Background: an optimization exercise with open tools, aiming at small area. Do not read the settings as production practice. The RTL was checked by simulation tests, not by an equivalence proof against the original design. Power is estimated from default activity; no workload was simulated. The clock port is modelled as an ideal driver; clocking choices that lean on that would not hold on a real chip.

==> design.v <==
package mcdf_fmt_pkg;
  localparam int DATA_WIDE       = 32;
  localparam int CACHE_PTR_WIDE  = 6;
  localparam int FMT_CACHE_DEPTH = 32;
  typedef enum logic [2:0] {
    ST_CHECK0     = 3'd0,
    ST_CHECK      = 3'd1,
    ST_HAND_SHAKE = 3'd2,
    ST_SENT_START = 3'd3,
    ST_DATA_SENT  = 3'd4,
    ST_SENT_END   = 3'd5,
    ST_FLAG_CLR   = 3'd6
  } fmt_state_e;
  function automatic logic [1:0] len_code(input logic [2:0] code);
    case (code)
      3'd0:    len_code = 2'd0;
      3'd1:    len_code = 2'd1;
      3'd2:    len_code = 2'd2;
      default: len_code = 2'd3;
    endcase
  endfunction
endpackage
module fmt_cache
(
  input  logic                                clk,
  input  logic                                i_shift,
  input  logic [mcdf_fmt_pkg::DATA_WIDE-1:0]  i_wdata,
  input  logic [3:0]                          i_tap,     
  output logic [mcdf_fmt_pkg::DATA_WIDE-1:0]  o_rdata
);
  logic [mcdf_fmt_pkg::DATA_WIDE-1:0] r_mem [mcdf_fmt_pkg::FMT_CACHE_DEPTH];
  always_ff @(posedge clk) begin
    if (i_shift) begin
      r_mem[0] <= i_wdata;
      for (int i = 1; i < mcdf_fmt_pkg::FMT_CACHE_DEPTH; i++) r_mem[i] <= r_mem[i-1];
    end
  end
  assign o_rdata = ({mcdf_fmt_pkg::DATA_WIDE{i_tap[0]}} & r_mem[3])
                 | ({mcdf_fmt_pkg::DATA_WIDE{i_tap[1]}} & r_mem[7])
                 | ({mcdf_fmt_pkg::DATA_WIDE{i_tap[2]}} & r_mem[15])
                 | ({mcdf_fmt_pkg::DATA_WIDE{i_tap[3]}} & r_mem[31]);
endmodule
module mcdf_formatter
(
  input  logic                      clk,
  input  logic                      rst_n,
  input  logic [1:0]                fmt_uplink_chid,
  input  logic [2:0]                fmt_fifo0_length,
  input  logic [2:0]                fmt_fifo1_length,
  input  logic [2:0]                fmt_fifo2_length,
  input  logic                      fmt_grant,
  input  logic                      fmt_uplink_valid,
  input  logic [mcdf_fmt_pkg::DATA_WIDE-1:0]      fmt_data_in,
  output logic                      fmt_uplink_ready,
  output logic [1:0]                fmt_chid,
  output logic [mcdf_fmt_pkg::CACHE_PTR_WIDE-1:0] fmt_length,
  output logic                      fmt_req,
  output logic                      fmt_start,
  output logic                      fmt_end,
  output logic [mcdf_fmt_pkg::DATA_WIDE-1:0]      fmt_data
);
  logic       r_check;   
  logic       r_hs;      
  logic       r_ss;      
  logic       r_ds;      
  logic       r_se;      
  logic [4:0] r_cnt;     
  logic [3:0] r_len;     
  logic [1:0] r_chid;    
  logic       w_open;
  logic       w_accept;
  logic       w_last;
  logic       w_send;
  logic       w_show;
  logic       w_shift;
  logic [2:0] w_len_code;
  assign w_open   = (r_cnt != 5'd0);
  assign w_accept = fmt_uplink_valid & r_check & ((fmt_uplink_chid != 2'd0) | w_open);
  always_comb begin
    case (fmt_uplink_chid)
      2'd1:    w_len_code = fmt_fifo0_length;
      2'd2:    w_len_code = fmt_fifo1_length;
      2'd3:    w_len_code = fmt_fifo2_length;
      default: w_len_code = 3'd0;
    endcase
  end
  assign w_last = (r_cnt[1:0] == 2'b11)
                & (r_cnt[2] == ~r_len[0])
                & (r_cnt[3] == (r_len[2] | r_len[3]))
                & (r_cnt[4] == r_len[3]);
  assign w_send  = r_ss | r_ds | r_se;
  assign w_show  = r_hs | w_send;
  assign w_shift = w_accept | r_ss | r_ds;
  fmt_cache u_cache (
    .clk     (clk),
    .i_shift (w_shift),
    .i_wdata (fmt_data_in),
    .i_tap   (r_len & {4{w_send}}),
    .o_rdata (fmt_data)
  );
  always_ff @(posedge clk) begin
    if (r_check & ~w_open) begin
      r_chid <= fmt_uplink_chid;
      r_len  <= 4'b0001 << mcdf_fmt_pkg::len_code(w_len_code);
    end
  end
  always_ff @(posedge clk or posedge rst_n) begin
    if (rst_n) begin
      r_check <= 1'b0;
      r_hs    <= 1'b0;
      r_ss    <= 1'b0;
      r_ds    <= 1'b0;
      r_se    <= 1'b0;
      r_cnt   <= '0;
    end else begin
      r_check <= (r_check & ~(w_accept & w_open & w_last))
               | ~(r_check | r_hs | r_ss | r_ds | r_se);
      r_hs    <= (r_check & w_accept & w_open & w_last) | (r_hs & ~fmt_grant);
      r_ss    <= r_hs & fmt_grant;
      r_ds    <= r_ss | (r_ds & ~w_last);
      r_se    <= r_ds & w_last;
      if (w_accept | r_ss | r_ds) r_cnt <= r_cnt + 5'd1;
      else if (r_hs)              r_cnt <= 5'd1;
      else if (r_se)              r_cnt <= 5'd0;
    end
  end
  assign fmt_uplink_ready = r_check;
  assign fmt_req          = r_hs;
  assign fmt_start        = r_ss;
  assign fmt_end          = r_se;
  assign fmt_chid         = r_chid & {2{w_show}};
  assign fmt_length       = {r_len & {4{w_show}}, 2'b00};
endmodule
==> flow/run.sh <==
#!/bin/bash
# Standard ORFS layout with small port buffers and a clock tree without dummy loads.
set -euo pipefail
bash standard.sh finish \
  "BUFFER_PORTS_ARGS=-buffer_cell sky130_fd_sc_hd__buf_1" \
  "CTS_ARGS=-sink_clustering_enable -repair_clock_nets -dont_use_dummy_load -buf_list sky130_fd_sc_hd__clkbuf_8 -sink_clustering_size 22 -sink_clustering_max_diameter 50" \
  > orfs_flow.log 2>&1
==> standard.sh <==
#!/bin/bash
# synth_recipe.tcl (not shown) runs the flow's synth.tcl, then flattens the netlist and writes it again
# the make line also repeats each setting of config.mk as NAME=value (left out here)
make -C /OpenROAD-flow-scripts/flow DESIGN_CONFIG=/design/flow/config.mk WORK_HOME=/design/flow/orfs CLKGATE_MAP_FILE= SYNTH_SCRIPT=/design/flow/synth_recipe.tcl "${@:-finish}"
==> config.mk <==
export PLATFORM = sky130hd
export DESIGN_NAME = mcdf_formatter
export DESIGN_NICKNAME = mcdf_formatter
export VERILOG_FILES = /design/flow/design.v
export SDC_FILE = /design/flow/constraint.sdc
export NUM_CORES = 4
export LEC_CHECK = 0
export CAP_MARGIN = 0
export CORE_MARGIN = 2
export CORE_UTILIZATION = 65
export SLEW_MARGIN = 0
==> constraint.sdc <==
create_clock -name core_clock -period 5.0 [get_ports {clk}]
set_input_delay 1.0000 -clock core_clock [delete_from_list [all_inputs] [get_ports {clk}]]
set_output_delay 1.0000 -clock core_clock [all_outputs]
set_load 0.01 [all_outputs]
==> metrics.md, run 1 <==
| Metric | Value |
|---|---|
| Share of the core filled with cells | 70.9% |
| All-Layer GR Usage | 16.5% |
| DRT Wirelength | 42,000 um |
| Total negative setup slack | 0 ps |
| List of cells traversed by the critical path | nor3_1, nor2b_4, buf_4, a22oi_1, nand2_1, buf_1 |
| Register area share after synthesis | 96.3% |
| Critical Path RT | 4000 ps |
| Max-slew headroom | 10.8% |
| Status | finished clean |
| Antenna violations before repair | 0 |
| N_diodes | 0 |
| Setup bufs post-CTS | 0 |
| Cell depth of the worst setup path | 6 |
| Maximum clock path buffer count | 3 |
| Initial DRC Count | 1,187 |
| Clock Skew | 55.2 ps |
| Core Footprint | 49,100 um^2 |
| Number of setup violations in the final report | 0 |
| Slowest stage cell, crit path | sky130_fd_sc_hd__nor3_1 |
| Clock slew seen by the registers of the worst setup and hold paths | 90 ps |
| Gpl congestion | 0.732 |
| Fraction of synthesis flops using an asynchronous set or reset pin | 0.962% |
| Total placed cells including tap cells | 1,980 |
| Switching power total | 5.61 mW |
| Crit path largest cell delay | 1080 ps |
| Critical Path AT | 3400 ps |
| Post-cts gate resize count | 0 |
| Logic gate share of total power | 9.7% |
| DR DRC count | 0 |
| Die W | 227 um |
| Max-slew violation count | 0 |
| WL per Instance | 20.5 um |
| LEAKAGE | 11.7 nW |
| Final HPWL DP | 22,100 um |
| First-pass iteration count of the detailed router | 5 |
| Via count | 11,400 |
| Final Hold Vio Count | 0 |
| Number of global-route vias before repair | 10,900 |
| Tmin final | 4400 ps |
| Startpoint of the lowest-slack register-to-register path | r_cnt[0] |
| Internal power consumption | 17.6 mW |
| Period utilization | 87.9% |
| Biggest fanout along the worst timing path | 18 |
| Effective utilization at floorplan | 66.0% |
| Transition at the pin with the smallest max-transition slack | 1330 ps |
| TritonCTS clock tree | done |
| Peak VDD IR | 0.000359 V |
| Flip-flop and latch count after synthesis | 1,040 |
| Number of standard cells in the final layout excluding fillers | 2,052 |
| Switching power as a share of total power | 24.1% |
| Critical path launch point | r_ss |
| Instance count of the mapped netlist | 1,226 |
| Cell area power density | 668 nW/um^2 |
| Critical path launch point type | flop |
| Post-synth top flop | sky130_fd_sc_hd__edfxtp_1 |
| Area enclosed by the die boundary | 51,600 um^2 |
| Hold crit path type | primary input to async pin |
| Cell area after synthesis | 32,400 um^2 |
| Die Y | 227 um |
| WHS | 292 ps |
| Total Power Consumption | 23.2 mW |
| Clock latency on the worst-skew pair | 680 ps |
| Number of H-tree branching levels | 3 |
| Number of port buffers | 88 |
| RSZ-0062 raised after global routing | no |
| Number of ports placed on the die boundary | 91 |
| Count of cells along the worst register-to-register path | 7 |
| Grt total ovfl | 0 |
| Clock root buffer | sky130_fd_sc_hd__clkbuf_8 |
| Number of rows in the core area | 81 |
| Setup CP Type | flop to output port |
| Clk network pwr share | 15.5% |
| Mean instance size in the synthesized netlist | 26.4 um^2 |
| Gate family responsible for the most delay along the worst path | simple AND/OR/NAND/NOR gates |
| Area overhead of the layout relative to synthesis | 7.47% |
| Wire length of the first global-routing pass | 62,400 um |
| # fillers | 2,879 |
| Synth warnings | 3 |
| Sequential Power Share | 74.8% |
| Netlist cell types | 41 |
| Number of hold buffers added after cts | 0 |
| Average vias per placed instance | 5.57 |
| Count of nets left with antenna violations after detail routing | 0 |
| Pin count of the biggest net entering global routing | 167 |
| Max cap viols | 0 |
| Maximum achievable frequency | 228 MHz |
| Share of cells above drive strength 1 | 7.49% |
| Clock sinks | 1,040 |
| Number of enable flip-flop cells after synthesis | 1,030 |
| Count of buffer and inverter cells on the critical path | 2 |
| Number of nets in the layout | 1,439 |
| Clock buffers created by TritonCTS | 72 |
| Setup crit end kind | output port |
## cells in the final DEF (no fill, tap or decap), types with 4 or more instances in the layout
cell	n
sky130_fd_sc_hd__inv_1	6
sky130_fd_sc_hd__a22oi_1	64
sky130_fd_sc_hd__dfrtp_1	10
sky130_fd_sc_hd__buf_4	10
sky130_fd_sc_hd__clkbuf_8	72
sky130_fd_sc_hd__buf_1	88
sky130_fd_sc_hd__nor2b_4	4
sky130_fd_sc_hd__buf_12	11
sky130_fd_sc_hd__nand2_1	33
sky130_fd_sc_hd__nor2b_1	4
sky130_fd_sc_hd__edfxtp_1	1030
sky130_fd_sc_hd__nor2_1	7
sky130_fd_sc_hd__and2_1	9
## power groups by stage
stage | sequential (mW) | clock [mW] | combinational [mW]
after global placement | 17.4 | 0 | 2.27
after global routing | 17.8 | 4.06 | 2.54
after floorplan | 17.4 | 0 | 1.43
after detailed placement | 17.5 | 0 | 2.33
final | 17.4 | 3.60 | 2.26
after CTS | 17.4 | 3.78 | 2.32
## Yosys cell counts, types with 2 or more instances
| cell | count | area share (%) |
|---|---|---|
| sky130_fd_sc_hd__and2_1 | 9 | 0.17 |
| sky130_fd_sc_hd__mux2i_1 | 2 | 0.062 |
| sky130_fd_sc_hd__mux2_2 | 2 | 0.070 |
| sky130_fd_sc_hd__clkbuf_1 | 16 | 0.19 |
| sky130_fd_sc_hd__nor2b_1 | 8 | 0.15 |
| sky130_fd_sc_hd__buf_4 | 2 | 0.046 |
| sky130_fd_sc_hd__xor2_1 | 2 | 0.054 |
| sky130_fd_sc_hd__a22oi_1 | 64 | 1.5 |
| sky130_fd_sc_hd__dfrtp_1 | 10 | 0.77 |
| sky130_fd_sc_hd__nor2_1 | 8 | 0.093 |
| sky130_fd_sc_hd__ha_1 | 2 | 0.077 |
| sky130_fd_sc_hd__o21a_1 | 2 | 0.046 |
| sky130_fd_sc_hd__nand2_1 | 34 | 0.39 |
| sky130_fd_sc_hd__nor4_1 | 3 | 0.058 |
| sky130_fd_sc_hd__a22o_1 | 2 | 0.054 |
| sky130_fd_sc_hd__inv_1 | 6 | 0.070 |
| sky130_fd_sc_hd__edfxtp_1 | 1030 | 96 |
## per-layer routing
layer	GRT usage (%)	wire, um	vias to the layer above
met2	21.5	17300	278
met3	3.94	2590	74
met5	0	0	-
met4	5.21	929	0
met1	27.9	21200	5869
li1	-	-	5205
## state kept, by name (all words and copies together), names as in the netlist
name and count:
u_cache.r_mem 1024, r_ds 1, r_len 4, r_cnt 5, r_hs 1, r_chid 2
r_check 1, r_ss 1, r_se 1
## path summary, 6_finish.rpt
kind                                         end  slack, ps
setup / recovery                     fmt_data[6]        600
hold / removal                          r_cnt[4]        290
setup reg to reg           u_cache.r_mem[21][29]       2340
hold reg to reg            u_cache.r_mem[28][29]        370
max in group asynchronous               r_cnt[2]       4440
min in group core_clock    u_cache.r_mem[28][29]        370
## final cells by class
cell class                      count  area, um^2  area share [%]
Tap cell                          664         831            2.39
Inverter                            6        22.5          0.0648
Multi-Input combinational cell    161        1130            3.25
Clock buffer                       72         991            2.85
Timing Repair Buffer              109         626            1.80
Sequential cell                  1040       31200            89.6
## cell families after synthesis
group / share of synthesized area (%)
AND/OR/NAND/NOR: 1.08
adder cells (fa/ha/maj): 0.0773
other: 0.0116
XOR/XNOR: 0.0812
AO/OA/AOI/OAI: 1.93
buffers and inverters: 0.352
flip-flops: 96.3
multiplexers: 0.131
## metrics by stage
stage	cell area (um^2)	setup slack, ps
2_1_floorplan	32400	-4070
3_3_place_gp	33800	1270
3_5_place_dp	33800	1240
4_1_cts	34800	496
5_1_grt	34800	338
6_report	34800	605
==> inputs of run 2 (changes only) <==
==> flow/run.sh (replaced) <==
#!/bin/bash
# Standard ORFS layout with small port buffers and a clock tree without dummy loads.
set -euo pipefail
bash standard.sh finish \
  "BUFFER_PORTS_ARGS=-buffer_cell sky130_fd_sc_hd__buf_1" \
  "CTS_ARGS=-sink_clustering_enable -repair_clock_nets -dont_use_dummy_load -buf_list sky130_fd_sc_hd__clkbuf_8 -sink_clustering_size 18 -sink_clustering_max_diameter 60" \
  > orfs_flow.log 2>&1
==> metrics.md, run 2 <==
| Metric | Value |
|---|---|
| Number of enable flip-flop cells after synthesis | 1,030 (unchanged) |
| Share of cells above drive strength 1 | 7.23% (-0.27 points) |
| Count of buffer and inverter cells on the critical path | 2 (unchanged) |
| Post-synth top flop | sky130_fd_sc_hd__edfxtp_1 |
| Register area share after synthesis | 96.3% (unchanged) |
| Critical path launch point | r_ss |
| Flip-flop and latch count after synthesis | 1,040 (unchanged) |
| Number of setup violations in the final report | 0 (unchanged) |
| Final Hold Vio Count | 0 (unchanged) |
| Logic gate share of total power | 9.8% (about the same) |
| Sequential Power Share | 75.0% (+0.2 points) |
| Netlist cell types | 41 (unchanged) |
| Biggest fanout along the worst timing path | 18 (unchanged) |
| Switching power as a share of total power | 24.2% (+0.079 points) |
| Area fraction of the dominant cell type after synthesis | 95.6% (unchanged) |
| Maximum achievable frequency | 229 MHz (+0.60%) |
| Area overhead of the layout relative to synthesis | 7.29% |
| Peak VDD IR | 0.000368 V (+2.7%) |
| First-pass iteration count of the detailed router | 5 (unchanged) |
| Number of standard cells in the final layout excluding fillers | 2,048 (-0.19%) |
| Tmin final | 4370 ps (-26.0 ps) |
| Number of ports placed on the die boundary | 91 (unchanged) |
| Count of nets left with antenna violations after detail routing | 0 (unchanged) |
| Fraction of synthesis flops using an asynchronous set or reset pin | 0.962% (unchanged) |
| Effective utilization at floorplan | 66.0% (unchanged) |
| Die Y | 227 um (unchanged) |
| Number of global-route vias before repair | 10,900 (+0.0092%) |
| Initial DRC Count | 1,158 (-2.4%) |
| Slack of the worst reg-to-reg path | 2300 ps (-40 ps) |
| Gpl congestion | 0.732 (unchanged) |
| Most instantiated library cell after synthesis | sky130_fd_sc_hd__edfxtp_1 |
| Max-slew headroom | 12.3% (+1.4 points) |
| Leading area contributor after synthesis | sky130_fd_sc_hd__edfxtp_1 |
| WHS | 287 ps (-5.55 ps) |
| Max cap viols | 0 (unchanged) |
| WL per Instance | 20.6 um (+0.64%) |
| Average vias per placed instance | 5.57 (about the same) |
| Period utilization | 87.4% (-0.52 points) |
| Critical Path AT | 3370 ps (-30 ps) |
| Gate family responsible for the most delay along the worst path | simple AND/OR/NAND/NOR gates |
| RSZ-0062 raised after global routing | no |
| Instance count of the mapped netlist | 1,226 (unchanged) |
| Clock sinks | 1,040 (unchanged) |
| Critical R2R Capture | u_cache.r_mem[21][29] |
| Leading cell type in the layout, fill and taps excluded | sky130_fd_sc_hd__edfxtp_1 |
| Internal power consumption | 17.5 mW (-0.40%) |
| Post-cts gate resize count | 0 (unchanged) |
| Die W | 227 um (unchanged) |
| List of cells traversed by the critical path | nor3_1, nor2b_4, buf_4, a22oi_1, nand2_1, buf_1 |
| Synth warnings | 3 (unchanged) |
| Cell area after synthesis | 32,400 um^2 (unchanged) |
| Maximum clock path buffer count | 3 (unchanged) |
| Via count | 11,400 (-0.13%) |
| TritonCTS clock tree | done |
| Capturing instance or port of the critical path | fmt_data[6] |
| Transition at the pin with the smallest max-transition slack | 1310 ps (-21.3 ps) |
| Total placed cells including tap cells | 1,980 (unchanged) |
| Placement-stage cell area | 33,800 um^2 (unchanged) |
| Final HPWL DP | 22,100 um (unchanged) |
| Area enclosed by the die boundary | 51,600 um^2 (unchanged) |
| Most flop-heavy register | u_cache.r_mem |
| Setup crit end kind | output port |
| Leading post-synthesis cells by cell area | sky130_fd_sc_hd__edfxtp_1 (96%), sky130_fd_sc_hd__a22oi_1 (1.5%), sky130_fd_sc_hd__dfrtp_1 (0.77%) |
| Max-slew violation count | 0 (unchanged) |
| Clock root buffer | sky130_fd_sc_hd__clkbuf_8 |
| Number of rows in the core area | 81 (unchanged) |
| All-Layer GR Usage | 16.5% (+0.056 points) |
| Number of port buffers | 88 (unchanged) |
| Total negative setup slack | 0 ps (unchanged) |
| Final Instance Area | 34,700 um^2 (-0.16%) |
| DR DRC count | 0 (unchanged) |
| Antenna violations before repair | 0 (unchanged) |
| Cell depth of the worst setup path | 6 (unchanged) |
| N_diodes | 0 (unchanged) |
| Critical Path RT | 4000 ps (about the same) |
| Clock buffers created by TritonCTS | 68 (-5.6%) |
| Core Footprint | 49,100 um^2 (unchanged) |
| Setup bufs post-CTS | 0 (unchanged) |
| LEAKAGE | 11.7 nW (-0.24%) |
| Total Power Consumption | 23.2 mW (-0.29%) |
| Setup CP Type | flop to output port |
| Clock slew seen by the registers of the worst setup and hold paths | 100 ps (about the same) |
| Crit path largest cell delay | 1060 ps (-20 ps) |
| Cell area power density | 667 nW/um^2 (-0.13%) |
| Number of hold buffers added after cts | 0 (unchanged) |
| DRT Wirelength | 42,200 um (+0.44%) |
| Hold crit path type | primary input to async pin |
| Wire length of the first global-routing pass | 62,500 um (+0.13%) |
| Largest registers ranked by flip-flop count | u_cache.r_mem x1024, r_cnt x5, r_len x4 |
| Clock latency on the worst-skew pair | 640 ps (-40 ps) |
| Grt total ovfl | 0 (unchanged) |
| Most used cells in the layout excluding fill and tap cells | sky130_fd_sc_hd__edfxtp_1 (1,030), sky130_fd_sc_hd__buf_1 (88), sky130_fd_sc_hd__clkbuf_8 (68) |
| Switching power total | 5.61 mW (about the same) |
| Slowest stage cell, crit path | sky130_fd_sc_hd__nor3_1 |
| Number of H-tree branching levels | 3 (unchanged) |
| Pin count of the biggest net entering global routing | 167 (unchanged) |
| Number of flip-flops under the largest register name | 1,024 (unchanged) |
| Status | finished clean |
| Critical path launch point type | flop |
| Count of cells along the worst register-to-register path | 7 (unchanged) |
| Startpoint of the lowest-slack register-to-register path | r_cnt[0] |
| Top cells by instance count after synthesis | sky130_fd_sc_hd__edfxtp_1 (1,030), sky130_fd_sc_hd__a22oi_1 (64), sky130_fd_sc_hd__nand2_1 (34) |
| Clock Skew | 53.9 ps (-1.28 ps) |
| Clk network pwr share | 15.2% (-0.3 points) |
| Number of nets in the layout | 1,435 (-0.28%) |
| Mean instance size in the synthesized netlist | 26.4 um^2 (unchanged) |
==> run 2: power groups by stage <==
stage,sequential (mW),combinational (mW),clock (mW)
2_1_floorplan,17.4,1.43,0
3_3_place_gp,17.4,2.27,0
3_5_place_dp,17.5,2.33,0
4_1_cts,17.4,2.32,3.71
5_1_grt,17.8,2.54,3.97
6_report,17.4,2.26,3.52
==> run 2: how the worst min path moves through the flow <==
stage	to	depth (start not counted)
CTS	r_cnt[4]	2
global route	r_cnt[4]	2
finish	r_cnt[4]	2
floorplan	u_cache.r_mem[10][0]	0
global placement	u_cache.r_mem[7][18]	0
detailed placement	u_cache.r_mem[10][16]	0
==> run 2: cell type report <==
type                    instances  area, um^2
flip-flops and latches       1040       31200
fillers                      2896       14300
multi-input cells             161        1130
clock buffers                  68         936
well taps                     664         831
repair buffers                109         626
inverters                       6        22.5
==> run 2: logic make-up after synthesis <==
| group | share of synthesized area, % |
|---|---|
| flip-flops | 96.3 |
| AO/OA/AOI/OAI | 1.93 |
| AND/OR/NAND/NOR | 1.08 |
| buffers and inverters | 0.352 |
| multiplexers | 0.131 |
| XOR/XNOR | 0.0812 |
| adder cells (fa/ha/maj) | 0.0773 |
| other | 0.0116 |
==> run 2: metrics by stage <==
stage          setup WS (ps)  util [%]
2_1_floorplan          -4070         -
3_3_place_gp            1270      68.9
3_5_place_dp            1240      68.9
4_1_cts                  520      70.8
5_1_grt                  352      70.8
6_report                 631      70.8
==> run 2: layer usage <==
| layer | share of wire [%] | global-route usage (%) |
|---|---|---|
| met4 | 2.5 | 5.27 |
| met5 | 0 | 0 |
| met1 | 51 | 28.0 |
| met2 | 41 | 21.6 |
| met3 | 5.1 | 3.79 |
==> inputs of run 3 (changes only) <==
--- a/config.mk
+++ b/config.mk
@@ -10,2 +10,3 @@
 export CORE_UTILIZATION = 65
+export GPL_TIMING_DRIVEN = 0
 export SLEW_MARGIN = 0
==> metrics.md, run 3 <==
| Metric | Value |
|---|---|
| Number of H-tree branching levels | 3 (unchanged) |
| Instance count of the mapped netlist | 1,226 (unchanged) |
| Maximum clock path buffer count | 3 (unchanged) |
| Number of ports placed on the die boundary | 91 (unchanged) |
| Antenna violations before repair | 1 (+1) |
| Worst setup margin | 392 ps (-239 ps) |
| Combined area of the multi-input logic cells | 1100 um^2 (-2.7%) |
| Period utilization | 92.2% (+4.8 points) |
| List of cells traversed by the critical path | inv_1, ha_1, nor4b_4, a21oi_4, or3_4, buf_16, buf_16, buf_16, buf_12, buf_16, buf_16, buf_16 |
| Clock Skew | 44.6 ps (-9.27 ps) |
| Crit path largest cell delay | 740 ps (-320 ps) |
| Slowest stage cell, crit path | sky130_fd_sc_hd__or3_4 |
| Flip-flop and latch count after synthesis | 1,040 (unchanged) |
| Grt total ovfl | 0 (unchanged) |
| Count of buffer and inverter cells on the critical path | 8 (+6) |
| TritonCTS clock tree | done |
| Largest registers ranked by flip-flop count | u_cache.r_mem x1024, r_cnt x5, r_len x4 |
| Leading post-synthesis cells by cell area | sky130_fd_sc_hd__edfxtp_1 (96%), sky130_fd_sc_hd__a22oi_1 (1.5%), sky130_fd_sc_hd__dfrtp_1 (0.77%) |
| Number of enable flip-flop cells after synthesis | 1,030 (unchanged) |
| Hold crit path type | primary input to async pin |
| Sequential standard cell area | 31,200 um^2 (unchanged) |
| Number of global-route vias before repair | 10,700 (-1.8%) |
| Max-slew headroom | 20.5% (+8.2 points) |
| Most flop-heavy register | u_cache.r_mem |
| Most instantiated library cell after synthesis | sky130_fd_sc_hd__edfxtp_1 |
| Clock latency on the worst-skew pair | 660 ps (+20 ps) |
| Area enclosed by the die boundary | 51,600 um^2 (unchanged) |
| Number of flip-flops under the largest register name | 1,024 (unchanged) |
| Via count | 11,500 (+0.47%) |
| Final HPWL DP | 22,900 um (+3.8%) |
| Setup CP Type | flop to flop |
| Post-synth top flop | sky130_fd_sc_hd__edfxtp_1 |
| Die Y | 227 um (unchanged) |
| WL per Instance | 20.4 um (-1.2%) |
| Number of setup violations in the final report | 0 (unchanged) |
| Clock root buffer | sky130_fd_sc_hd__clkbuf_8 |
| Status | finished clean |
| Max-slew violation count | 0 (unchanged) |
| Netlist cell types | 41 (unchanged) |
| Count of cells along the worst register-to-register path | 12 (+5) |
| Cell area after synthesis | 32,400 um^2 (unchanged) |
| Maximum achievable frequency | 217 MHz (-5.2%) |
| Total negative setup slack | 0 ps (unchanged) |
| Final Hold Vio Count | 0 (unchanged) |
| Number of port buffers | 88 (unchanged) |
| Mean instance size in the synthesized netlist | 26.4 um^2 (unchanged) |
| RSZ-0062 raised after global routing | no |
| LEAKAGE | 11.8 nW (+0.47%) |
| Average vias per placed instance | 5.55 (-0.31%) |
| Cell area power density | 666 nW/um^2 (-0.15%) |
| Area fraction of the dominant cell type after synthesis | 95.6% (unchanged) |
| Top cells by instance count after synthesis | sky130_fd_sc_hd__edfxtp_1 (1,030), sky130_fd_sc_hd__a22oi_1 (64), sky130_fd_sc_hd__nand2_1 (34) |
| Critical Path AT | 4910 ps (+1540 ps) |
| Cell depth of the worst setup path | 12 (+6) |
| Setup bufs post-CTS | 0 (unchanged) |
| Most used cell along the critical path | sky130_fd_sc_hd__buf_16 |
| WHS | 321 ps (+33.9 ps) |
| Die W | 227 um (unchanged) |
| Share of the core filled with cells | 71.1% (+0.34 points) |
| Leading cell type in the layout, fill and taps excluded | sky130_fd_sc_hd__edfxtp_1 |
| Initial DRC Count | 1,151 (-0.60%) |
| Synth warnings | 3 (unchanged) |
| Effective utilization at floorplan | 66.0% (unchanged) |
| Fraction of synthesis flops using an asynchronous set or reset pin | 0.962% (unchanged) |
| Slack of the worst reg-to-reg path | 390 ps (-1910 ps) |
| First-pass iteration count of the detailed router | 5 (unchanged) |
| Tmin final | 4610 ps (+239 ps) |
| DR DRC count | 0 (unchanged) |
| DRT Wirelength | 42,000 um (-0.44%) |
| Transition at the pin with the smallest max-transition slack | 1190 ps (-113 ps) |
| Setup crit end kind | flop |
| Gate family responsible for the most delay along the worst path | buffers and inverters |
| Clock slew seen by the registers of the worst setup and hold paths | 100 ps (about the same) |
| Area overhead of the layout relative to synthesis | 7.82% |
| Peak VDD IR | 0.000344 V (-6.6%) |
| Register area share after synthesis | 96.3% (unchanged) |
| Gpl congestion | 0.741 (+1.2%) |
| Critical path launch point type | flop |
| Biggest fanout along the worst timing path | 80 (+62) |
| Core Footprint | 49,100 um^2 (unchanged) |
| Share of cells above drive strength 1 | 6.72% (-0.50 points) |
| Count of nets left with antenna violations after detail routing | 0 (unchanged) |
| Pin count of the biggest net entering global routing | 81 (-51%) |
| All-Layer GR Usage | 16.4% (-0.16 points) |
| Leading area contributor after synthesis | sky130_fd_sc_hd__edfxtp_1 |
| Critical Path RT | 5310 ps (+1310 ps) |
| Wire length of the first global-routing pass | 61,700 um (-1.3%) |
| Number of nets in the layout | 1,449 (+0.98%) |
| Most used cells in the layout excluding fill and tap cells | sky130_fd_sc_hd__edfxtp_1 (1,030), sky130_fd_sc_hd__buf_1 (88), sky130_fd_sc_hd__clkbuf_8 (68) |
| Clock buffers created by TritonCTS | 68 (unchanged) |
| Max cap viols | 0 (unchanged) |
| Number of rows in the core area | 81 (unchanged) |
| Number of hold buffers added after cts | 0 (unchanged) |
| Post-cts gate resize count | 0 (unchanged) |
| # fillers | 2,890 (-0.21%) |
| Worst Setup Slack post-DPL | -194 ps (-1430 ps) |
| Clock sinks | 1,040 (unchanged) |
run 3: cell counts after synthesis:
No cell type changed its count.
run 3: kinds of logic after synthesis:
| family | count (synthesis) | synth area share [%] |
|---|---|---|
| AO/OA/AOI/OAI | 82 | 1.93 |
| multiplexers | 4 | 0.131 |
| AND/OR/NAND/NOR | 68 | 1.08 |
| XOR/XNOR | 3 | 0.0812 |
| adder cells (fa/ha/maj) | 2 | 0.0773 |
| other | 1 | 0.0116 |
| buffers and inverters | 26 | 0.352 |
| flip-flops | 1040 | 96.3 |
run 3: worst paths after layout:
kind,from,to
worst min-delay path,rst_n,r_ss
worst min register to register,u_cache.r_mem[11][30],u_cache.r_mem[12][30]
worst max-delay path,r_cnt[0],u_cache.r_mem[23][13]
max in group asynchronous,rst_n,r_cnt[1]
worst max register to register,r_cnt[0],u_cache.r_mem[23][13]
min in group core_clock,u_cache.r_mem[11][30],u_cache.r_mem[12][30]
run 3: where the power goes:
group | switching [mW] | internal (mW) | leakage [nW]
clock | 2.29 | 1.23 | 0.489
sequential | 1.45 | 15.8 | 10.5
combinational | 1.88 | 0.599 | 0.797
total | 5.61 | 17.6 | 11.8
run 3: stage by stage:
stage | cell area, um^2 | total power [mW] | cells
detailed placement | 34000 | 19.9 | 1994
global placement | 33600 | 18.9 | 1979
floorplan | 32400 | 18.9 | 1227
global route | 34900 | 24.3 | 2063
CTS | 34900 | 23.5 | 2062
finish | 34900 | 23.2 | 2064
run 3: layout make-up:
class | count | area share, %
plain buffers | 20 | 0.262
repair buffers | 103 | 2.09
clock buffers | 68 | 2.68
inverters | 6 | 0.0645
well taps | 664 | 2.38
multi-input cells | 161 | 3.16
flip-flops and latches | 1040 | 89.4
diodes | 2 | 0.0143
run 3: layer usage:
| metal | share of wire, % | routed length (um) | GRT usage, % | vias to the layer above |
|---|---|---|---|---|
| met5 | 0 | 0 | 0 | - |
| met4 | 2.5 | 1050 | 5.12 | 0 |
| met3 | 4.7 | 1990 | 3.56 | 78 |
| met2 | 41 | 17100 | 21.2 | 239 |
| met1 | 52 | 21800 | 28.2 | 5916 |
| li1 | - | - | - | 5232 |
==> inputs of run 4 (changes only) <==
--- a/config.mk
+++ b/config.mk
@@ -9,4 +9,4 @@
 export CORE_MARGIN = 2
-export CORE_UTILIZATION = 65
-export GPL_TIMING_DRIVEN = 0
+export CORE_UTILIZATION = 80
+export PLACE_DENSITY = 0.85
 export SLEW_MARGIN = 0
==> metrics.md, run 4 <==
| Metric | Value |
|---|---|
| Stopping stage | detailed placement |
| Mean instance size in the synthesized netlist | 26.4 um^2 (unchanged) |
| Fraction of synthesis flops using an asynchronous set or reset pin | 0.962% (unchanged) |
| Error | [ERROR DPL-0033] detailed placement checks failed during check placement. |
| Die W | 205 um (-9.7%) |
| Top cells by instance count after synthesis | sky130_fd_sc_hd__edfxtp_1 (1,030), sky130_fd_sc_hd__a22oi_1 (64), sky130_fd_sc_hd__nand2_1 (34) |
| Register area share after synthesis | 96.3% (unchanged) |
| Post-synth top flop | sky130_fd_sc_hd__edfxtp_1 |
| Number of port buffers | 88 (unchanged) |
| Instance count of the mapped netlist | 1,226 (unchanged) |
| Die Y | 205 um (-9.7%) |
| Cell area after synthesis | 32,400 um^2 (unchanged) |
| Number of enable flip-flop cells after synthesis | 1,030 (unchanged) |
| Final HPWL DP | 37,200 um (+62%) |
| Flip-flop and latch count after synthesis | 1,040 (unchanged) |
| Most instantiated library cell after synthesis | sky130_fd_sc_hd__edfxtp_1 |
| Status | aborted with a tool error |
| Effective utilization at floorplan | 81.3% (+15 points) |
| Leading post-synthesis cells by cell area | sky130_fd_sc_hd__edfxtp_1 (96%), sky130_fd_sc_hd__a22oi_1 (1.5%), sky130_fd_sc_hd__dfrtp_1 (0.77%) |
| Number of rows in the core area | 73 (-9.9%) |
| Synth warnings | 3 (unchanged) |
| Leading area contributor after synthesis | sky130_fd_sc_hd__edfxtp_1 |
| Area fraction of the dominant cell type after synthesis | 95.6% (unchanged) |
| Gpl congestion | 0.772 (+4.3%) |
| Netlist cell types | 41 (unchanged) |
| Number of ports placed on the die boundary | 91 (unchanged) |
## run 4: cell counts after synthesis
Identical to the previous run, type by type.
## run 4: cell families after synthesis
kind of cell | synth area share, %
DFF | 96.3
buffers and inverters | 0.352
muxes | 0.131
adders and majority gates | 0.0773
xor gates and xnor gates | 0.0812
and+or+nand+nor | 1.08
other | 0.0116
AOI/OAI and AO/OA | 1.93
## run 4: worst max-delay path by stage
stage,startpoint,to
3_3_place_gp,r_ss,fmt_data[28]
2_1_floorplan,fmt_uplink_valid,r_cnt[1]
## run 4: power groups by stage
| stage | Sequential (mW) | Clock [mW] | Combinational [mW] |
|---|---|---|---|
| 2_1_floorplan | 17.4 | 0 | 1.43 |
| 3_3_place_gp | 17.3 | 0 | 2.15 |
## run 4: per-stage QoR
stage / power [mW] / setup slack, ps
global placement: 19.5 / 1710
floorplan: 18.9 / -4070
==> inputs of run 5 (changes only) <==
--- a/config.mk
+++ b/config.mk
@@ -9,4 +9,4 @@
 export CORE_MARGIN = 2
-export CORE_UTILIZATION = 80
-export PLACE_DENSITY = 0.85
+export CORE_UTILIZATION = 70
+export PLACE_DENSITY = 0.75
 export SLEW_MARGIN = 0
==> metrics.md, run 5 <==
| Metric | Value |
|---|---|
| Number of hold buffers added after cts | 0 |
| Most used cells in the layout excluding fill and tap cells | sky130_fd_sc_hd__edfxtp_1 (1,030), sky130_fd_sc_hd__buf_1 (88), sky130_fd_sc_hd__clkbuf_8 (68) |
| Cell area power density | 668 nW/um^2 |
| Core Footprint | 45,500 um^2 |
| Clock latency on the worst-skew pair | 660 ps |
| Fraction of synthesis flops using an asynchronous set or reset pin | 0.962% (unchanged) |
| Final HPWL DP | 23,300 um (-37%) |
| Combined area of the multi-input logic cells | 1130 um^2 |
| Share of cells above drive strength 1 | 7.63% |
| Number of setup violations in the final report | 0 |
| Critical Path AT | 2880 ps |
| Transition at the pin with the smallest max-transition slack | 964 ps |
| Count of nets left with antenna violations after detail routing | 0 |
| Number of enable flip-flop cells after synthesis | 1,030 (unchanged) |
| Leading post-synthesis cells by cell area | sky130_fd_sc_hd__edfxtp_1 (96%), sky130_fd_sc_hd__a22oi_1 (1.5%), sky130_fd_sc_hd__dfrtp_1 (0.77%) |
| Number of nets in the layout | 1,441 |
| Clock sinks | 1,040 |
| Clock Skew | 38.6 ps |
| Area enclosed by the die boundary | 48,000 um^2 |
| Number of flip-flops under the largest register name | 1,024 |
| Die Y | 219 um (+6.8%) |
| Count of cells along the worst register-to-register path | 7 |
| List of cells traversed by the critical path | nor3_1, clkbuf_4, nor2b_4, buf_4, a22oi_1, nand2_1, buf_1 |
| All-Layer GR Usage | 17.8% |
| Gpl congestion | 0.742 (-3.9%) |
| RSZ-0062 raised after global routing | no |
| WL per Instance | 21.2 um |
| # fillers | 2,276 |
| Top cells by instance count after synthesis | sky130_fd_sc_hd__edfxtp_1 (1,030), sky130_fd_sc_hd__a22oi_1 (64), sky130_fd_sc_hd__nand2_1 (34) |
| Number of ports placed on the die boundary | 91 (unchanged) |
| Area fraction of the dominant cell type after synthesis | 95.6% (unchanged) |
| Initial DRC Count | 1,084 |
| Switching power as a share of total power | 24.2% |
| Final Instance Area | 34,700 um^2 |
| Setup crit end kind | output port |
| Sequential standard cell area | 31,200 um^2 |
| Crit path largest cell delay | 550 ps |
| Count of buffer and inverter cells on the critical path | 3 |
| Flip-flop and latch count after synthesis | 1,040 (unchanged) |
| Clock buffers created by TritonCTS | 68 |
| Critical R2R Capture | u_cache.r_mem[31][24] |
| Area overhead of the layout relative to synthesis | 7.23% |
| Number of H-tree branching levels | 3 |
| Maximum clock path buffer count | 3 |
| Leading area contributor after synthesis | sky130_fd_sc_hd__edfxtp_1 |
| Cell area after synthesis | 32,400 um^2 (unchanged) |
| Switching power total | 5.61 mW |
| Total placed cells including tap cells | 1,921 |
| Startpoint of the lowest-slack register-to-register path | r_cnt[0] |
| Register area share after synthesis | 96.3% (unchanged) |
| Final Hold Vio Count | 0 |
| Most instantiated library cell after synthesis | sky130_fd_sc_hd__edfxtp_1 |
| Hold crit path type | primary input to async pin |
| Via count | 11,600 |
| Number of port buffers | 88 (unchanged) |
| Post-synth top flop | sky130_fd_sc_hd__edfxtp_1 |
| Effective utilization at floorplan | 71.2% (-10 points) |
| DRT Wirelength | 42,100 um |
| Critical Path RT | 4000 ps |
| TritonCTS clock tree | done |
| Gate family responsible for the most delay along the worst path | simple AND/OR/NAND/NOR gates |
| Internal power consumption | 17.6 mW |
| Clk network pwr share | 15.0% |
| Peak VDD IR | 0.000384 V |
| Clock root buffer | sky130_fd_sc_hd__clkbuf_8 |
| Placement-stage cell area | 33,800 um^2 |
| DR DRC count | 0 |
| Slack of the worst reg-to-reg path | 2020 ps |
| Grt total ovfl | 0 |
| Period utilization | 77.6% |
| Wire length of the first global-routing pass | 62,500 um |
| Sequential Power Share | 75.0% |
| Antenna violations before repair | 0 |
| Slowest stage cell, crit path | sky130_fd_sc_hd__nor2b_4 |
| Most flop-heavy register | u_cache.r_mem |
| Number of rows in the core area | 78 (+6.8%) |
| Max cap viols | 0 |
| LEAKAGE | 11.8 nW |
| Clock slew seen by the registers of the worst setup and hold paths | 100 ps |
| Maximum achievable frequency | 258 MHz |
| Die W | 219 um (+6.8%) |
| Max-slew violation count | 0 |
| Pin count of the biggest net entering global routing | 147 |
| Setup bufs post-CTS | 0 |
| Tmin final | 3880 ps |
| Largest registers ranked by flip-flop count | u_cache.r_mem x1024, r_cnt x5, r_len x4 |
| N_diodes | 0 |
| Post-cts gate resize count | 0 |
| Instance count of the mapped netlist | 1,226 (unchanged) |
| Leading cell type in the layout, fill and taps excluded | sky130_fd_sc_hd__edfxtp_1 |
| Biggest fanout along the worst timing path | 18 |
| Status | finished clean |
| Netlist cell types | 41 (unchanged) |
| Average vias per placed instance | 5.81 |
| Synth warnings | 3 (unchanged) |
| Max-slew headroom | 34.1% |
| Number of global-route vias before repair | 11,000 |
| Logic gate share of total power | 10.0% |
| Critical path launch point type | flop |
| Mean instance size in the synthesized netlist | 26.4 um^2 (unchanged) |
| Number of standard cells in the final layout excluding fillers | 1,990 |
| First-pass iteration count of the detailed router | 5 |
| Setup CP Type | flop to output port |
[run 5: cell counts after synthesis]
No cell type changed its count.
[run 5: kinds of logic after synthesis]
kind of cell | share of synthesized area [%]
AOI/OAI and AO/OA | 1.93
xor gates and xnor gates | 0.0812
adders and majority gates | 0.0773
buffers and inverters | 0.352
DFF | 96.3
muxes | 0.131
other | 0.0116
and+or+nand+nor | 1.08
[run 5: worst reg2reg max path, cell delays in order (launching register included)]
cell and delay (ps):
sky130_fd_sc_hd__dfrtp_1 390, sky130_fd_sc_hd__inv_1 90, sky130_fd_sc_hd__ha_1 200, sky130_fd_sc_hd__nor4b_4 150, sky130_fd_sc_hd__a21oi_4 230, sky130_fd_sc_hd__or3_4 740
sky130_fd_sc_hd__buf_12 460, sky130_fd_sc_hd__buf_12 350
[run 5: worst max-delay path by stage]
stage	from	to	slack, ps	cells past startpoint
6_report	r_ds	fmt_data[30]	1120	7
5_1_grt	r_ds	fmt_data[7]	940	7
4_1_cts	r_ss	fmt_data[15]	470	6
3_5_place_dp	r_ss	fmt_data[15]	1170	6
3_3_place_gp	r_ss	fmt_data[15]	1230	6
2_1_floorplan	fmt_uplink_valid	r_cnt[1]	-4070	4
[run 5: final cells by class]
cell class / count / share of cell area (%)
inverter: 6 / 0.0649
tap: 600 / 2.16
clock buffer: 68 / 2.70
timing repair buffer: 115 / 1.97
sequential: 1040 / 89.8
multi-input combinational: 161 / 3.26
[run 5: per-stage QoR]
step	utilization (%)	setup WS [ps]	setup TNS (ps)	total power [mW]	hold slack (ps)
6_report	76.3	1120	0	23.2	273
5_1_grt	76.3	938	0	24.3	266
3_5_place_dp	74.2	1170	0	19.9	405
2_1_floorplan	-	-4070	-3971650	18.9	400
3_3_place_gp	74.2	1230	0	19.6	400
4_1_cts	76.3	466	0	23.4	238
[run 5: metal layers]
layer	vias up	part of all wire, %	GRT usage, %
met2	327	43	24.4
met3	51	5.9	3.60
met4	0	1.9	5.99
met5	-	0	0
met1	5958	49	29.5
li1	5223	-	-
[run 5: power groups by stage]
stage | sequential [mW] | combinational (mW) | clock, mW
after global routing | 17.8 | 2.58 | 3.88
after CTS | 17.5 | 2.36 | 3.62
after global placement | 17.3 | 2.29 | 0
after detailed placement | 17.5 | 2.38 | 0
after floorplan | 17.4 | 1.43 | 0
final | 17.4 | 2.32 | 3.47
==> inputs of run 6 (changes only) <==
==> flow/run.sh (replaced) <==
#!/bin/bash
# Standard ORFS layout with small port buffers and a clock tree without dummy loads.
set -euo pipefail
bash standard.sh finish \
  "BUFFER_PORTS_ARGS=-buffer_cell sky130_fd_sc_hd__buf_1" \
  "CTS_ARGS=-sink_clustering_enable -repair_clock_nets -dont_use_dummy_load -buf_list sky130_fd_sc_hd__clkbuf_16 -sink_clustering_size 32 -sink_clustering_max_diameter 80" \
  > orfs_flow.log 2>&1
--- a/config.mk
+++ b/config.mk
@@ -9,4 +9,3 @@
 export CORE_MARGIN = 2
-export CORE_UTILIZATION = 70
-export PLACE_DENSITY = 0.75
+export CORE_UTILIZATION = 65
 export SLEW_MARGIN = 0
==> metrics.md, run 6 <==
| Metric | Value |
|---|---|
| N_diodes | 0 (unchanged) |
| Gpl congestion | 0.732 (-1.4%) |
| Flip-flop and latch count after synthesis | 1,040 (unchanged) |
| Switching power total | 5.54 mW (-1.2%) |
| Total Power Consumption | 23.3 mW (+0.33%) |
| Core Footprint | 49,100 um^2 (+7.9%) |
| DRT Wirelength | 41,500 um (-1.6%) |
| TritonCTS clock tree | done |
| Combined area of the multi-input logic cells | 1130 um^2 (unchanged) |
| Pin count of the biggest net entering global routing | 167 (+14%) |
| Initial DRC Count | 1,096 (+1.1%) |
| Grt total ovfl | 0 (unchanged) |
| Leading area contributor after synthesis | sky130_fd_sc_hd__edfxtp_1 |
| Wire length of the first global-routing pass | 61,200 um (-2.0%) |
| # fillers | 2,886 (+27%) |
| Die W | 227 um (+3.7%) |
| Clock slew seen by the registers of the worst setup and hold paths | 110 ps (about the same) |
| Clock Skew | 62.5 ps (+23.9 ps) |
| Area overhead of the layout relative to synthesis | 7.42% |
| Peak VDD IR | 0.000357 V (-7.0%) |
| Setup CP Type | flop to output port |
| Total placed cells including tap cells | 1,980 (+3.1%) |
| Slack of the worst reg-to-reg path | 2410 ps (+390 ps) |
| Logic gate share of total power | 9.7% (-0.3 points) |
| Max-slew headroom | 11.1% (-23 points) |
| Leading cell type in the layout, fill and taps excluded | sky130_fd_sc_hd__edfxtp_1 |
| Share of cells above drive strength 1 | 5.24% (-2.4 points) |
| Number of ports placed on the die boundary | 91 (unchanged) |
| Average vias per placed instance | 5.60 (-3.6%) |
| Switching power as a share of total power | 23.8% (-0.38 points) |
| Register area share after synthesis | 96.3% (unchanged) |
| Antenna violations before repair | 0 (unchanged) |
| Most flop-heavy register | u_cache.r_mem |
| Number of hold buffers added after cts | 0 (unchanged) |
| Setup bufs post-CTS | 0 (unchanged) |
| Transition at the pin with the smallest max-transition slack | 1320 ps (+358 ps) |
| Number of port buffers | 88 (unchanged) |
| Number of global-route vias before repair | 10,600 (-4.0%) |
| Setup crit end kind | output port |
| WHS | 350 ps (+77.1 ps) |
| RSZ-0062 raised after global routing | no |
| Top cells by instance count after synthesis | sky130_fd_sc_hd__edfxtp_1 (1,030), sky130_fd_sc_hd__a22oi_1 (64), sky130_fd_sc_hd__nand2_1 (34) |
| Critical Path RT | 4000 ps (about the same) |
| Final Hold Vio Count | 0 (unchanged) |
| Count of nets left with antenna violations after detail routing | 0 (unchanged) |
| All-Layer GR Usage | 16.0% (-1.7 points) |
| Clock buffers created by TritonCTS | 39 (-43%) |
| Biggest fanout along the worst timing path | 18 (unchanged) |
| Cell area after synthesis | 32,400 um^2 (unchanged) |
| Largest registers ranked by flip-flop count | u_cache.r_mem x1024, r_cnt x5, r_len x4 |
| Number of nets in the layout | 1,406 (-2.4%) |
| Die Y | 227 um (+3.7%) |
| Number of rows in the core area | 81 (+3.8%) |
| LEAKAGE | 11.7 nW (-0.35%) |
| Clock root buffer | sky130_fd_sc_hd__clkbuf_16 |
| Status | finished clean |
| Leading post-synthesis cells by cell area | sky130_fd_sc_hd__edfxtp_1 (96%), sky130_fd_sc_hd__a22oi_1 (1.5%), sky130_fd_sc_hd__dfrtp_1 (0.77%) |
| Final HPWL DP | 22,100 um (-5.4%) |
| Maximum clock path buffer count | 3 (unchanged) |
| Effective utilization at floorplan | 66.0% (-5.2 points) |
| Critical path launch point type | flop |
| First-pass iteration count of the detailed router | 6 (+1) |
| Number of H-tree branching levels | 2 (-1) |
| Fraction of synthesis flops using an asynchronous set or reset pin | 0.962% (unchanged) |
| Most used cells in the layout excluding fill and tap cells | sky130_fd_sc_hd__edfxtp_1 (1,030), sky130_fd_sc_hd__buf_1 (88), sky130_fd_sc_hd__a22oi_1 (64) |
| Number of enable flip-flop cells after synthesis | 1,030 (unchanged) |
| Maximum achievable frequency | 233 MHz (-9.5%) |
| Netlist cell types | 41 (unchanged) |
| Tmin final | 4290 ps (+409 ps) |
| Critical Path AT | 3290 ps (+410 ps) |
| Startpoint of the lowest-slack register-to-register path | r_cnt[0] |
| Worst setup margin | 712 ps (-409 ps) |
| Internal power consumption | 17.7 mW (+0.84%) |
| Clock sinks | 1,040 (unchanged) |
| Sequential standard cell area | 31,200 um^2 (unchanged) |
| WL per Instance | 20.5 um (-3.0%) |
| Critical path launch point | r_ss |
| Total negative setup slack | 0 ps (unchanged) |
| Period utilization | 85.8% (+8.2 points) |
| Post-cts gate resize count | 0 (unchanged) |
| Most instantiated library cell after synthesis | sky130_fd_sc_hd__edfxtp_1 |
| Cell area power density | 669 nW/um^2 (+0.15%) |
| Instance count of the mapped netlist | 1,226 (unchanged) |
| Post-synth top flop | sky130_fd_sc_hd__edfxtp_1 |
| Synth warnings | 3 (unchanged) |
| Sequential Power Share | 74.6% (-0.4 points) |
| Clk network pwr share | 15.7% (+0.7 points) |
| Mean instance size in the synthesized netlist | 26.4 um^2 (unchanged) |
| Max-slew violation count | 0 (unchanged) |
| Worst Setup Slack post-DPL | 1240 ps (+68.8 ps) |
| Area enclosed by the die boundary | 51,600 um^2 (+7.5%) |
| Number of setup violations in the final report | 0 (unchanged) |
| Number of standard cells in the final layout excluding fillers | 2,019 (+1.5%) |
| DR DRC count | 0 (unchanged) |
| Area fraction of the dominant cell type after synthesis | 95.6% (unchanged) |
| Number of flip-flops under the largest register name | 1,024 (unchanged) |
| Hold crit path type | primary input to async pin |
| Via count | 11,300 (-2.2%) |
| Max cap viols | 0 (unchanged) |
| Clock latency on the worst-skew pair | 600 ps (-60 ps) |
==> run 6: cell counts after synthesis <==
Identical to the previous run, type by type.
==> run 6: area by class of cell <==
cell class                 instances  share of cell area [%]
multi-input combinational        161                    3.25
inverter                           6                  0.0648
sequential                      1040                    89.7
tap                              664                    2.39
timing repair buffer             109                    1.80
clock buffer                      39                    2.81
==> run 6: stage by stage <==
stage          util (%)  instance area [um^2]
2_1_floorplan         -                 32400
3_3_place_gp       68.9                 33800
3_5_place_dp       68.9                 33800
4_1_cts            70.9                 34800
5_1_grt            70.9                 34800
6_report           70.9                 34800
==> run 6: power groups by stage <==
stage / Clock (mW) / Combinational [mW] / Sequential (mW)
floorplan: 0 / 1.43 / 17.4
global placement: 0 / 2.27 / 17.4
detailed placement: 0 / 2.33 / 17.5
CTS: 3.83 / 2.32 / 17.4
global route: 4.07 / 2.54 / 17.8
finish: 3.66 / 2.26 / 17.4
==> run 6: path summary, 6_finish.rpt <==
path / cells past startpoint / endpoint
setup / recovery: 6 / fmt_data[6]
hold / removal: 2 / r_cnt[2]
setup reg to reg: 7 / u_cache.r_mem[19][27]
hold reg to reg: 0 / u_cache.r_mem[11][4]
max in group asynchronous: 2 / r_cnt[3]
min in group core_clock: 0 / u_cache.r_mem[11][4]
==> run 6: critical path, cell delays in order (launching register included) <==
cell and delay, ps:
sky130_fd_sc_hd__dfrtp_1 460, sky130_fd_sc_hd__nor3_1 1070, sky130_fd_sc_hd__nor2b_4 340, sky130_fd_sc_hd__buf_4 360, sky130_fd_sc_hd__a22oi_1 230, sky130_fd_sc_hd__nand2_1 110
sky130_fd_sc_hd__buf_1 150
==> run 6: routing by layer <==
metal  track usage [%]  part of all wire, %  vias to the layer above
met2              21.4                   42                      228
li1                  -                    -                     5157
met3              2.67                  4.5                       48
met1              27.7                   52                     5868
met4              4.72                  1.8                        0
met5                 0                    0                        -
==> run 6: logic make-up after synthesis <==
family	share of synthesized area, %
compound gates	1.93
xor+xnor	0.0812
fa+ha+maj	0.0773
buf+inv	0.352
flops	96.3
mux	0.131
other cells	0.0116
simple gates	1.08
==> inputs of run 7 (changes only) <==
==> flow/run.sh (replaced) <==
#!/bin/bash
# Standard ORFS layout with three changes: small port buffers (buf_1), a clock tree without
# dummy loads, and, after global placement, the cache's shift-enable net driven by a tree of
# buf_2 cells placed at the centroids of their load clusters (flow/de_tree.py).
set -euo pipefail
R=$PWD/orfs/results/sky130hd/mcdf_formatter/base
ARGS=(
  "BUFFER_PORTS_ARGS=-buffer_cell sky130_fd_sc_hd__buf_1"
  "CTS_ARGS=-sink_clustering_enable -repair_clock_nets -dont_use_dummy_load -buf_list sky130_fd_sc_hd__clkbuf_8 -sink_clustering_size 18 -sink_clustering_max_diameter 60"
)
bash standard.sh "${ARGS[@]}" "$R/3_3_place_gp.odb" > orfs_to_gp.log 2>&1
openroad -python -no_init -exit flow/de_tree.py "$R/3_3_place_gp.odb" "$R/3_3_place_gp.odb" 16 sky130_fd_sc_hd__buf_2 > de_tree.log 2>&1
bash standard.sh "${ARGS[@]}" finish > orfs_finish.log 2>&1
==> flow/de_tree.py (new file) <==
# Rebuild the buffer tree of the net that drives the cache's shift-enable (DE) pins:
# remove existing buffers on it, then drive the DE pins from K buffers placed at the
# centroids of K location clusters (recursive median bisection).
import sys, odb
src, dst, K, cell = sys.argv[1], sys.argv[2], int(sys.argv[3]), sys.argv[4]
db = odb.dbDatabase.create()
odb.read_db(db, src)
block = db.getChip().getBlock()

def is_buf(inst):
    n = inst.getMaster().getName()
    return any(n.startswith('sky130_fd_sc_hd__' + p) for p in ('buf_', 'clkbuf_'))

def driver(net):
    for it in net.getITerms():
        if it.isOutputSignal():
            return it
    return None

de_nets = set()
for inst in block.getInsts():
    if inst.getMaster().getName().startswith('sky130_fd_sc_hd__edfxtp'):
        de_nets.add(inst.findITerm('DE').getNet().getName())
# walk up through buffers to the root net
import collections
roots = collections.Counter(); bufs_of = collections.defaultdict(set)
for inst in block.getInsts():
    if not inst.getMaster().getName().startswith('sky130_fd_sc_hd__edfxtp'):
        continue
    net = inst.findITerm('DE').getNet()
    chain = []
    while True:
        d = driver(net)
        if d is None or not is_buf(d.getInst()) or d.getInst().getName().startswith(('input', 'output')):
            break
        chain.append(d.getInst().getName())
        net = d.getInst().findITerm('A').getNet()
    roots[net.getName()] += 1
    bufs_of[net.getName()].update(chain)
rname = roots.most_common(1)[0][0]
print('roots', roots)
bufs = bufs_of[rname]
root = block.findNet(rname)
# collect all sinks reachable through the buffers
sinks = []
def collect(net):
    for it in list(net.getITerms()):
        if it.isOutputSignal():
            continue
        inst = it.getInst()
        if inst.getName() in bufs:
            collect(inst.findITerm('X').getNet())
        else:
            sinks.append(it)
collect(root)
print('root', root.getName(), 'buffers removed', len(bufs), 'sinks', len(sinks))
for it in sinks:
    it.disconnect()
for b in bufs:
    inst = block.findInst(b)
    nets = [it.getNet() for it in inst.getITerms() if it.getNet() is not None and it.getSigType() not in ('POWER', 'GROUND')]
    odb.dbInst.destroy(inst)
    for n in nets:
        if n.getName() != root.getName() and len(list(n.getITerms())) == 0 and len(list(n.getBTerms())) == 0:
            odb.dbNet.destroy(n)

def loc(it):
    b = it.getInst().getBBox()
    return ((b.xMin() + b.xMax()) // 2, (b.yMin() + b.yMax()) // 2)

groups = [sinks]
while len(groups) < K:
    groups.sort(key=len, reverse=True)
    g = groups.pop(0)
    xs = [loc(i)[0] for i in g]; ys = [loc(i)[1] for i in g]
    axis = 0 if (max(xs) - min(xs)) >= (max(ys) - min(ys)) else 1
    g = sorted(g, key=lambda i: loc(i)[axis])
    h = len(g) // 2
    groups += [g[:h], g[h:]]
master = db.findMaster(cell)
for k, g in enumerate(groups):
    cx = sum(loc(i)[0] for i in g) // len(g); cy = sum(loc(i)[1] for i in g) // len(g)
    inst = odb.dbInst.create(block, master, 'de_buf_%d' % k)
    net = odb.dbNet.create(block, 'de_net_%d' % k)
    inst.findITerm('A').connect(root)
    inst.findITerm('X').connect(net)
    for it in g:
        it.connect(net)
    inst.setLocation(cx, cy)
    inst.setPlacementStatus('PLACED')
    print('group', k, len(g))
odb.write_db(db, dst)
==> metrics.md, run 7 <==
| Metric | Value |
|---|---|
| Gate family responsible for the most delay along the worst path | simple AND/OR/NAND/NOR gates |
| Clock sinks | 1,040 (unchanged) |
| Top cells by instance count after synthesis | sky130_fd_sc_hd__edfxtp_1 (1,030), sky130_fd_sc_hd__a22oi_1 (64), sky130_fd_sc_hd__nand2_1 (34) |
| Biggest fanout along the worst timing path | 18 (unchanged) |
| Effective utilization at floorplan | 66.0% (unchanged) |
| Synth warnings | 3 (unchanged) |
| Clock root buffer | sky130_fd_sc_hd__clkbuf_8 |
| Number of nets in the layout | 1,439 (+2.3%) |
| Maximum achievable frequency | 225 MHz (-3.4%) |
| Share of cells above drive strength 1 | 7.49% (+2.3 points) |
| Setup CP Type | flop to output port |
| Critical Path RT | 4000 ps (about the same) |
| Number of port buffers | 88 (unchanged) |
| N_diodes | 0 (unchanged) |
| Most flop-heavy register | u_cache.r_mem |
| Period utilization | 88.8% (+3.0 points) |
| Total Power Consumption | 23.1 mW (-0.75%) |
| RSZ-0062 raised after global routing | no |
| Clock latency on the worst-skew pair | 630 ps (+30 ps) |
| Clock Skew | 46.8 ps (-15.7 ps) |
| Critical Path AT | 3440 ps (+150 ps) |
| Max-slew headroom | 6.60% (-4.5 points) |
| TritonCTS clock tree | done |
| Leading cell type in the layout, fill and taps excluded | sky130_fd_sc_hd__edfxtp_1 |
| Crit path largest cell delay | 1120 ps (+50 ps) |
| Via count | 11,400 (+0.66%) |
| Initial DRC Count | 1,102 (+0.55%) |
| Startpoint of the lowest-slack register-to-register path | r_cnt[0] |
| Max cap viols | 0 (unchanged) |
| Number of H-tree branching levels | 3 (+1) |
| # fillers | 2,916 (+1.0%) |
| Leading post-synthesis cells by cell area | sky130_fd_sc_hd__edfxtp_1 (96%), sky130_fd_sc_hd__a22oi_1 (1.5%), sky130_fd_sc_hd__dfrtp_1 (0.77%) |
| WL per Instance | 20.4 um (-0.47%) |
| Most instantiated library cell after synthesis | sky130_fd_sc_hd__edfxtp_1 |
| Number of ports placed on the die boundary | 91 (unchanged) |
| Count of nets left with antenna violations after detail routing | 0 (unchanged) |
| DRT Wirelength | 41,900 um (+1.2%) |
| Number of flip-flops under the largest register name | 1,024 (unchanged) |
| Maximum clock path buffer count | 3 (unchanged) |
| Register area share after synthesis | 96.3% (unchanged) |
| Critical path launch point | r_ss |
| Number of setup violations in the final report | 0 (unchanged) |
| Post-cts gate resize count | 0 (unchanged) |
| Peak VDD IR | 0.000358 V (+0.12%) |
| Setup crit end kind | output port |
| Transition at the pin with the smallest max-transition slack | 1390 ps (+67.6 ps) |
| Max-slew violation count | 0 (unchanged) |
| Final HPWL DP | 21,600 um (-2.3%) |
| Clock slew seen by the registers of the worst setup and hold paths | 100 ps (about the same) |
| Wire length of the first global-routing pass | 62,000 um (+1.2%) |
| Area enclosed by the die boundary | 51,600 um^2 (unchanged) |
| Count of buffer and inverter cells on the critical path | 2 (unchanged) |
| Post-synth top flop | sky130_fd_sc_hd__edfxtp_1 |
| Number of rows in the core area | 81 (unchanged) |
| LEAKAGE | 11.7 nW (-0.16%) |
| Area overhead of the layout relative to synthesis | 7.07% |
| Number of global-route vias before repair | 10,800 (+2.8%) |
| Most used cells in the layout excluding fill and tap cells | sky130_fd_sc_hd__edfxtp_1 (1,030), sky130_fd_sc_hd__buf_1 (88), sky130_fd_sc_hd__clkbuf_8 (68) |
| Flip-flop and latch count after synthesis | 1,040 (unchanged) |
| Core Footprint | 49,100 um^2 (unchanged) |
| Netlist cell types | 41 (unchanged) |
| Grt total ovfl | 0 (unchanged) |
| Setup bufs post-CTS | 0 (unchanged) |
| Number of enable flip-flop cells after synthesis | 1,030 (unchanged) |
| Leading area contributor after synthesis | sky130_fd_sc_hd__edfxtp_1 |
| Antenna violations before repair | 0 (unchanged) |
| Fraction of synthesis flops using an asynchronous set or reset pin | 0.962% (unchanged) |
| Slowest stage cell, crit path | sky130_fd_sc_hd__nor3_1 |
| Average vias per placed instance | 5.54 (-0.96%) |
| DR DRC count | 0 (unchanged) |
| Mean instance size in the synthesized netlist | 26.4 um^2 (unchanged) |
| List of cells traversed by the critical path | nor3_1, nor2b_4, buf_4, a22oi_1, nand2_1, buf_1 |
| Number of hold buffers added after cts | 0 (unchanged) |
| All-Layer GR Usage | 16.4% (+0.37 points) |
| Number of standard cells in the final layout excluding fillers | 2,052 (+1.6%) |
| Area fraction of the dominant cell type after synthesis | 95.6% (unchanged) |
| Status | finished clean |
| Instance count of the mapped netlist | 1,226 (unchanged) |
| Die Y | 227 um (unchanged) |
| Critical path launch point type | flop |
| Total placed cells including tap cells | 1,979 (-0.051%) |
| Die W | 227 um (unchanged) |
| Gpl congestion | 0.732 (unchanged) |
| Clock buffers created by TritonCTS | 68 (+74%) |
| Tmin final | 4440 ps (+152 ps) |
| Hold crit path type | primary input to async pin |
| Pin count of the biggest net entering global routing | 66 (-60%) |
| Final Hold Vio Count | 0 (unchanged) |
| First-pass iteration count of the detailed router | 5 (-1) |
| Cell area after synthesis | 32,400 um^2 (unchanged) |
| Largest registers ranked by flip-flop count | u_cache.r_mem x1024, r_cnt x5, r_len x4 |
| Cell area power density | 666 nW/um^2 (-0.43%) |
==> run 7: cells by family (layout without fill, tap and decap cells) <==
logic type | Yosys count | after routing | synth area share [%]
buffers and inverters | 26 | 187 | 0.352
XOR/XNOR | 3 | 3 | 0.0812
other | 1 | 2 | 0.0116
AO/OA/AOI/OAI | 82 | 82 | 1.93
adder cells (fa/ha/maj) | 2 | 2 | 0.0773
AND/OR/NAND/NOR | 68 | 68 | 1.08
multiplexers | 4 | 4 | 0.131
flip-flops | 1040 | 1040 | 96.3
==> run 7: final timing paths <==
| kind | end | slack (ps) | cells after the start |
|---|---|---|---|
| worst max-delay path | fmt_data[26] | 560 | 6 |
| worst min-delay path | r_cnt[4] | 300 | 2 |
| worst max register to register | u_cache.r_mem[25][9] | 2000 | 6 |
| worst min register to register | u_cache.r_mem[23][29] | 390 | 0 |
| max in group asynchronous | r_cnt[2] | 4430 | 2 |
| min in group core_clock | u_cache.r_mem[23][29] | 390 | 0 |
==> run 7: layout make-up <==
cell class | instances | area (um^2) | area share, %
plain buffers | 16 | 92.6 | 0.267
well taps | 664 | 831 | 2.40
multi-input cells | 161 | 1130 | 3.26
flip-flops and latches | 1040 | 31200 | 90.0
clock buffers | 68 | 936 | 2.70
inverters | 6 | 22.5 | 0.0650
repair buffers | 97 | 460 | 1.33
==> run 7: layer usage <==
metal / routed length, um / vias to the layer above / track usage (%)
met5: 0 / - / 0
met4: 954 / 0 / 4.85
met3: 1910 / 70 / 4.01
met2: 17600 / 235 / 22.1
met1: 21500 / 5870 / 27.2
li1: - / 5201 / -
==> run 7: power breakdown <==
part	internal (mW)	switching, mW	total [mW]	leakage [nW]
Sequential	15.8	1.55	17.4	10.5
Combinational	0.454	1.74	2.20	0.716
Clock	1.23	2.28	3.51	0.489
Total	17.5	5.57	23.1	11.7
==> run 7: per-stage QoR <==
step | TNS, ps | cell area [um^2] | utilization, % | hold slack [ps] | worst slack (ps)
2_1_floorplan | -3971650 | 32400 | - | 400 | -4070
3_3_place_gp | 0 | 33800 | 68.9 | 400 | 1270
3_5_place_dp | 0 | 33600 | 68.5 | 405 | 1230
4_1_cts | 0 | 34500 | 70.4 | 234 | 499
5_1_grt | 0 | 34700 | 70.6 | 287 | 334
6_report | 0 | 34700 | 70.6 | 297 | 560

port drivers added, routing unchanged:
The flow's constraints put no driver on any port. The routed layouts listed below were extracted and timed again, unchanged, in two steps.
Step 1 assumes that a clkbuf_16 drives the clock port and a buf_2 every other input.
Step 2 moves the port delays by t, midway between the first and last clock arrival at a register: inputs arrive t later, outputs are due t later. That takes back most of the time a late clock gives input paths.
Slacks: no drivers / after step 1 / after step 2; pairs: no drivers / after step 1.
| run | t (ns) | slack for setup (ns) | worst setup path at the end |
|---|---|---|---|
| run 1 | 0.698 | 0.605 / 0.553 / 1.251 | register to output |
| run 2 | 0.676 | 0.631 / 0.578 / 1.254 | register to output |
| run 3 | 0.696 | 0.392 / 0.392 / -0.143 | input to register |
| run 5 | 0.696 | 1.121 / 1.070 / 1.490 | input to register |
| run 6 | 0.624 | 0.712 / 0.654 / 1.278 | register to output |
| run 7 | 0.674 | 0.560 / 0.506 / 1.180 | register to output |
With both steps, setup timing fails in run 3, where it was met with ideal ports. For run 3, which loses most, drivers alone change the setup slack by 0.000 ns; drivers and shift together by -0.535 ns.
